This design comes from an exercise in tuning for small area and a short achievable clock period on the open sky130 flow, not from production work.

==> flow/design.v <==
package ws2812b_pkg;
    localparam int COLOR_W = 8;
    localparam int PIXEL_W = 24;
    localparam int CYCLES_SHORT = 4;
    localparam int CYCLES_LONG  = 7;
    localparam int CYCLES_RET   = 500;
    typedef struct packed {
        logic [COLOR_W-1:0] r;
        logic [COLOR_W-1:0] g;
        logic [COLOR_W-1:0] b;
    } rgb_t;
endpackage
import ws2812b_pkg::*;
module ws2812b_aoi222 (
    input  logic a1, b1, a2, b2, a3, b3,
    output logic y
);
    assign y = !((a1 && b1) || (a2 && b2) || (a3 && b3));
endmodule
module ws2812b_nand4 (
    input  logic a, b, c, d,
    output logic y
);
    assign y = !(a && b && c && d);
endmodule
module ws2812b_nor3 (
    input  logic a, b, c,
    output logic y
);
    assign y = !(a || b || c);
endmodule
module ws2812b_nand2 (
    input  logic a, b,
    output logic y
);
    assign y = !(a && b);
endmodule
module ws2812b_nor2 (
    input  logic a, b,
    output logic y
);
    assign y = !(a || b);
endmodule
module ws2812b_dec_lo (
    input  logic [2:0] i_addr,
    output logic [7:0] o_n
);
    always_comb begin
        for (int k = 0; k < 8; k++) o_n[k] = !(i_addr == 3'(k));
    end
endmodule
module ws2812b_dec_hi (
    input  logic       i_en,
    input  logic       i_bank,
    input  logic       i_sel,
    input  logic [2:0] i_addr,
    output logic [4:0] o_n
);
    always_comb begin
        for (int k = 0; k < 5; k++) o_n[k] = !(i_en && (i_sel == i_bank) && (i_addr == 3'(k)));
    end
endmodule
module ws2812b_rd_bit (
    input  logic [71:0] i_sel,
    input  logic [71:0] i_data,
    output logic        o_rd
);
    logic [23:0] w_t_n;
    logic [5:0]  w_or12;
    logic [1:0]  w_nor;
    genvar g;
    generate
        for (g = 0; g < 24; g++) begin : g_aoi
            ws2812b_aoi222 u_aoi (
                .a1 (i_sel[3*g]),     .b1 (i_data[3*g]),
                .a2 (i_sel[3*g + 1]), .b2 (i_data[3*g + 1]),
                .a3 (i_sel[3*g + 2]), .b3 (i_data[3*g + 2]),
                .y  (w_t_n[g])
            );
        end
        for (g = 0; g < 6; g++) begin : g_nand
            ws2812b_nand4 u_nand4 (
                .a (w_t_n[4*g]), .b (w_t_n[4*g + 1]), .c (w_t_n[4*g + 2]), .d (w_t_n[4*g + 3]),
                .y (w_or12[g])
            );
        end
        for (g = 0; g < 2; g++) begin : g_nor
            ws2812b_nor3 u_nor3 (
                .a (w_or12[3*g]), .b (w_or12[3*g + 1]), .c (w_or12[3*g + 2]),
                .y (w_nor[g])
            );
        end
    endgenerate
    ws2812b_nand2 u_nand2 (.a (w_nor[0]), .b (w_nor[1]), .y (o_rd));
endmodule
module ws2812b_pixel_ram
#(
    parameter int LEDCOUNT = 36,
    parameter int ADDR_W   = 6
) (
    input  logic                  clk,
    input  logic                  i_wr_en,
    input  logic                  i_wr_bank,
    input  logic [ADDR_W-1:0]     i_wr_addr,
    input  logic [PIXEL_W-1:0]    i_wr_data,
    input  logic [2*LEDCOUNT-1:0] i_rd_sel,     
    output logic [PIXEL_W-1:0]    o_rd_data
);
    localparam int WORDS = 2 * LEDCOUNT;
    logic [WORDS-1:0][PIXEL_W-1:0] r_mem;
    logic                          r_wr_en;
    logic                          r_wr_bank;
    logic [ADDR_W-1:0]             r_wr_addr;
    logic [PIXEL_W-1:0]            r_wr_data;
    logic [WORDS-1:0]              w_we;
    logic [7:0]                    w_lo_n;
    logic [4:0]                    w_hi0_n;
    logic [4:0]                    w_hi1_n;
    always_ff @(posedge clk) begin
        r_wr_en   <= i_wr_en;
        r_wr_bank <= i_wr_bank;
        r_wr_addr <= i_wr_addr;
        r_wr_data <= i_wr_data;
    end
    ws2812b_dec_lo u_dec_lo (
        .i_addr (r_wr_addr[2:0]),
        .o_n    (w_lo_n)
    );
    ws2812b_dec_hi u_dec_hi0 (
        .i_en   (r_wr_en),
        .i_bank (1'b0),
        .i_sel  (r_wr_bank),
        .i_addr (r_wr_addr[5:3]),
        .o_n    (w_hi0_n)
    );
    ws2812b_dec_hi u_dec_hi1 (
        .i_en   (r_wr_en),
        .i_bank (1'b1),
        .i_sel  (r_wr_bank),
        .i_addr (r_wr_addr[5:3]),
        .o_n    (w_hi1_n)
    );
    genvar w, b;
    generate
        for (w = 0; w < LEDCOUNT; w++) begin : g_we
            ws2812b_nor2 u_we0 (.a (w_hi0_n[w / 8]), .b (w_lo_n[w % 8]), .y (w_we[w]));
            ws2812b_nor2 u_we1 (.a (w_hi1_n[w / 8]), .b (w_lo_n[w % 8]), .y (w_we[LEDCOUNT + w]));
        end
    endgenerate
    always_ff @(posedge clk) begin
        for (int i = 0; i < WORDS; i++) begin
            if (w_we[i]) r_mem[i] <= r_wr_data;
        end
    end
    generate
        for (b = 0; b < PIXEL_W; b++) begin : g_bit
            logic [WORDS-1:0] w_col;
            for (w = 0; w < WORDS; w++) begin : g_col
                assign w_col[w] = r_mem[w][b];
            end
            ws2812b_rd_bit u_rd (.i_sel (i_rd_sel), .i_data (w_col), .o_rd (o_rd_data[b]));
        end
    endgenerate
endmodule
import ws2812b_pkg::*;
module ws2812b_frame_feeder
#(
    parameter int LEDCOUNT = 36,
    parameter int ADDR_W   = 6,
    parameter int FPS_DIV  = 90000
) (
    input  logic               clk,
    input  logic               resetn,
    input  logic               wr_en,
    input  logic [ADDR_W-1:0]  wr_addr,
    input  logic [PIXEL_W-1:0] wr_data,
    input  logic               commit,
    output logic               bitstream_available,
    output logic [PIXEL_W-1:0] bitstream,
    input  logic               bitstream_read,
    output logic               frame_busy,
    output logic               frame_done,
    output logic               commit_pending,
    output logic               frame_overrun
);
    localparam logic [16:0] TICK_SEED = 17'h1ffff;
    localparam logic [16:0] TICK_PRE  = 17'h1b6e1;
    logic [16:0] r_lfsr;
    logic        r_tick;
    logic        r_busy;
    logic        r_load;
    logic        r_avail;
    logic        r_front;
    logic        r_pending;
    logic        r_done;
    logic        r_overrun;
    logic [LEDCOUNT-1:0] r_sel0;   
    logic [LEDCOUNT-1:0] r_sel1;   
    logic [PIXEL_W-1:0] r_bitstream;
    logic        w_start;
    logic        w_swap;
    logic        w_fetch;
    logic        w_take;
    logic        w_last;
    logic [PIXEL_W-1:0] w_rd_data;
    assign w_start = !r_busy && r_tick;
    assign w_swap  = w_start && (r_pending || commit);
    assign w_fetch = r_busy && !r_load && !r_avail;
    assign w_take  = r_avail && bitstream_read;
    assign w_last  = w_take && (r_sel0[LEDCOUNT-1] || r_sel1[LEDCOUNT-1]);
    always_ff @(posedge clk) begin
        if (!resetn || r_tick) begin
            r_lfsr <= TICK_SEED;
        end else begin
            r_lfsr <= {r_lfsr[15:0], r_lfsr[16] ^ r_lfsr[13]};
        end
    end
    always_ff @(posedge clk) begin
        if (!resetn) begin
            r_tick    <= 1'b0;
            r_busy    <= 1'b0;
            r_load    <= 1'b0;
            r_avail   <= 1'b0;
            r_front   <= 1'b0;
            r_pending <= 1'b0;
            r_done    <= 1'b0;
            r_overrun <= 1'b0;
        end else begin
            r_tick    <= (r_lfsr == TICK_PRE);
            r_load    <= w_fetch;
            r_done    <= w_last;
            r_overrun <= r_tick && r_busy;
            r_pending <= !w_swap && (r_pending || commit);
            if (w_swap) r_front <= !r_front;
            if (w_start)     r_busy <= 1'b1;
            else if (w_last) r_busy <= 1'b0;
            if (r_load)      r_avail <= 1'b1;
            else if (w_take) r_avail <= 1'b0;
        end
    end
    logic w_hold;
    logic w_nfront;
    assign w_hold   = !(w_start || w_take);
    assign w_nfront = r_front ^ w_swap;
    always_ff @(posedge clk) begin
        r_sel0[0] <= (w_start && !w_nfront) || (w_take && r_sel0[LEDCOUNT-1]) || (w_hold && r_sel0[0]);
        r_sel1[0] <= (w_start &&  w_nfront) || (w_take && r_sel1[LEDCOUNT-1]) || (w_hold && r_sel1[0]);
        for (int i = 1; i < LEDCOUNT; i++) begin
            r_sel0[i] <= (w_take && r_sel0[i-1]) || (w_hold && r_sel0[i]);
            r_sel1[i] <= (w_take && r_sel1[i-1]) || (w_hold && r_sel1[i]);
        end
    end
    always_ff @(posedge clk) begin
        r_bitstream <= {w_rd_data[15:8], w_rd_data[23:16], w_rd_data[7:0]};
    end
    ws2812b_pixel_ram #(
        .LEDCOUNT (LEDCOUNT),
        .ADDR_W   (ADDR_W)
    ) u_pixel_ram (
        .clk       (clk),
        .i_wr_en   (wr_en),         
        .i_wr_bank (!r_front),
        .i_wr_addr (wr_addr),
        .i_wr_data (wr_data),
        .i_rd_sel  ({r_sel1, r_sel0}),
        .o_rd_data (w_rd_data)
    );
    assign bitstream_available = r_avail;
    assign bitstream           = r_bitstream;
    assign frame_busy          = r_busy;
    assign frame_done          = r_done;
    assign commit_pending      = r_pending;
    assign frame_overrun       = r_overrun;
endmodule
export LEC_CHECK = 0
export CAP_MARGIN = 20
export CORE_MARGIN = 2
export CORE_UTILIZATION = 75
export CTS_CLUSTER_DIAMETER = 100
export CTS_CLUSTER_SIZE = 28
export SETUP_SLACK_MARGIN = 3.0
export SLEW_MARGIN = 20
export SYNTH_HIERARCHICAL = 1
create_clock -name core_clock -period 5.0 [get_ports {clk}]
standard.sh (not shown) runs the stock make flow with config.mk's settings and CLKGATE_MAP_FILE= SYNTH_SCRIPT=/design/flow/synth_recipe.tcl, a recipe that flattens the netlist after the stock synthesis.
==> flow/flow/run.sh <==
#!/bin/bash
# The standard layout (standard.sh), with two of its steps given other options:
# ports are buffered with buf_4 cells, and clock tree synthesis adds no dummy loads.
set -euo pipefail
export BUFFER_PORTS_ARGS="-inputs -outputs -buffer_cell sky130_fd_sc_hd__buf_4"
export CTS_ARGS="-sink_clustering_enable -repair_clock_nets -dont_use_dummy_load -sink_clustering_size 28 -sink_clustering_max_diameter 100"
bash standard.sh > standard.log 2>&1
Change:
--- a/flow/design.v
+++ b/flow/design.v
@@ -109,34 +109,24 @@
     localparam int WORDS = 2 * LEDCOUNT;
     logic [WORDS-1:0][PIXEL_W-1:0] r_mem;
-    logic                          r_wr_en;
-    logic                          r_wr_bank;
-    logic [ADDR_W-1:0]             r_wr_addr;
-    logic [PIXEL_W-1:0]            r_wr_data;
     logic [WORDS-1:0]              w_we;
     logic [7:0]                    w_lo_n;
     logic [4:0]                    w_hi0_n;
     logic [4:0]                    w_hi1_n;
-    always_ff @(posedge clk) begin
-        r_wr_en   <= i_wr_en;
-        r_wr_bank <= i_wr_bank;
-        r_wr_addr <= i_wr_addr;
-        r_wr_data <= i_wr_data;
-    end
     ws2812b_dec_lo u_dec_lo (
-        .i_addr (r_wr_addr[2:0]),
+        .i_addr (i_wr_addr[2:0]),
         .o_n    (w_lo_n)
     );
     ws2812b_dec_hi u_dec_hi0 (
-        .i_en   (r_wr_en),
+        .i_en   (i_wr_en),
         .i_bank (1'b0),
-        .i_sel  (r_wr_bank),
-        .i_addr (r_wr_addr[5:3]),
+        .i_sel  (i_wr_bank),
+        .i_addr (i_wr_addr[5:3]),
         .o_n    (w_hi0_n)
     );
     ws2812b_dec_hi u_dec_hi1 (
-        .i_en   (r_wr_en),
+        .i_en   (i_wr_en),
         .i_bank (1'b1),
-        .i_sel  (r_wr_bank),
-        .i_addr (r_wr_addr[5:3]),
+        .i_sel  (i_wr_bank),
+        .i_addr (i_wr_addr[5:3]),
         .o_n    (w_hi1_n)
     );
@@ -150,5 +140,5 @@
     always_ff @(posedge clk) begin
         for (int i = 0; i < WORDS; i++) begin
-            if (w_we[i]) r_mem[i] <= r_wr_data;
+            if (w_we[i]) r_mem[i] <= i_wr_data;
         end
     end
After rerunning: Cell area fell by 0.62%; core utilization is lower by 0.12 points; worst hold slack gets better by 0.0040 ns; synthesized area is lower by 1.0%; via count is higher by 1.1%; die area falls by 0.99%.
No run of this note included a check of the RTL's function; only the layout flow was run.

[static timing again, ports no longer ideal]
Ports are ideal in the flow. The routed layouts listed here were re-timed in OpenROAD.
Step 1 (the two cells are an assumption about what drives the block):
set clk [get_ports {clk}]
set_driving_cell -lib_cell sky130_fd_sc_hd__clkbuf_16 $clk
set_driving_cell -lib_cell sky130_fd_sc_hd__buf_2 [delete_from_list [all_inputs] $clk]
Step 2 also shifts input and output timing later by t, the mid clock arrival at the registers, as if the neighbouring blocks saw the same clock.
a / b / c = ideal / step 1 / step 2; a / b = the first two.
run | shift t [ns] | setup slack, ns | latest minus earliest clock arrival (ns)
the first run | 0.715 | 2.789 / 2.720 / 2.436 | 0.057 / 0.056
the second run | 0.711 | 2.388 / 2.388 / 2.242 | 0.068 / 0.068
After both steps setup and hold are still met in every run listed. The setup slack of the first run, which loses most, moves by -0.069 ns with the drivers and by -0.353 ns with both steps.
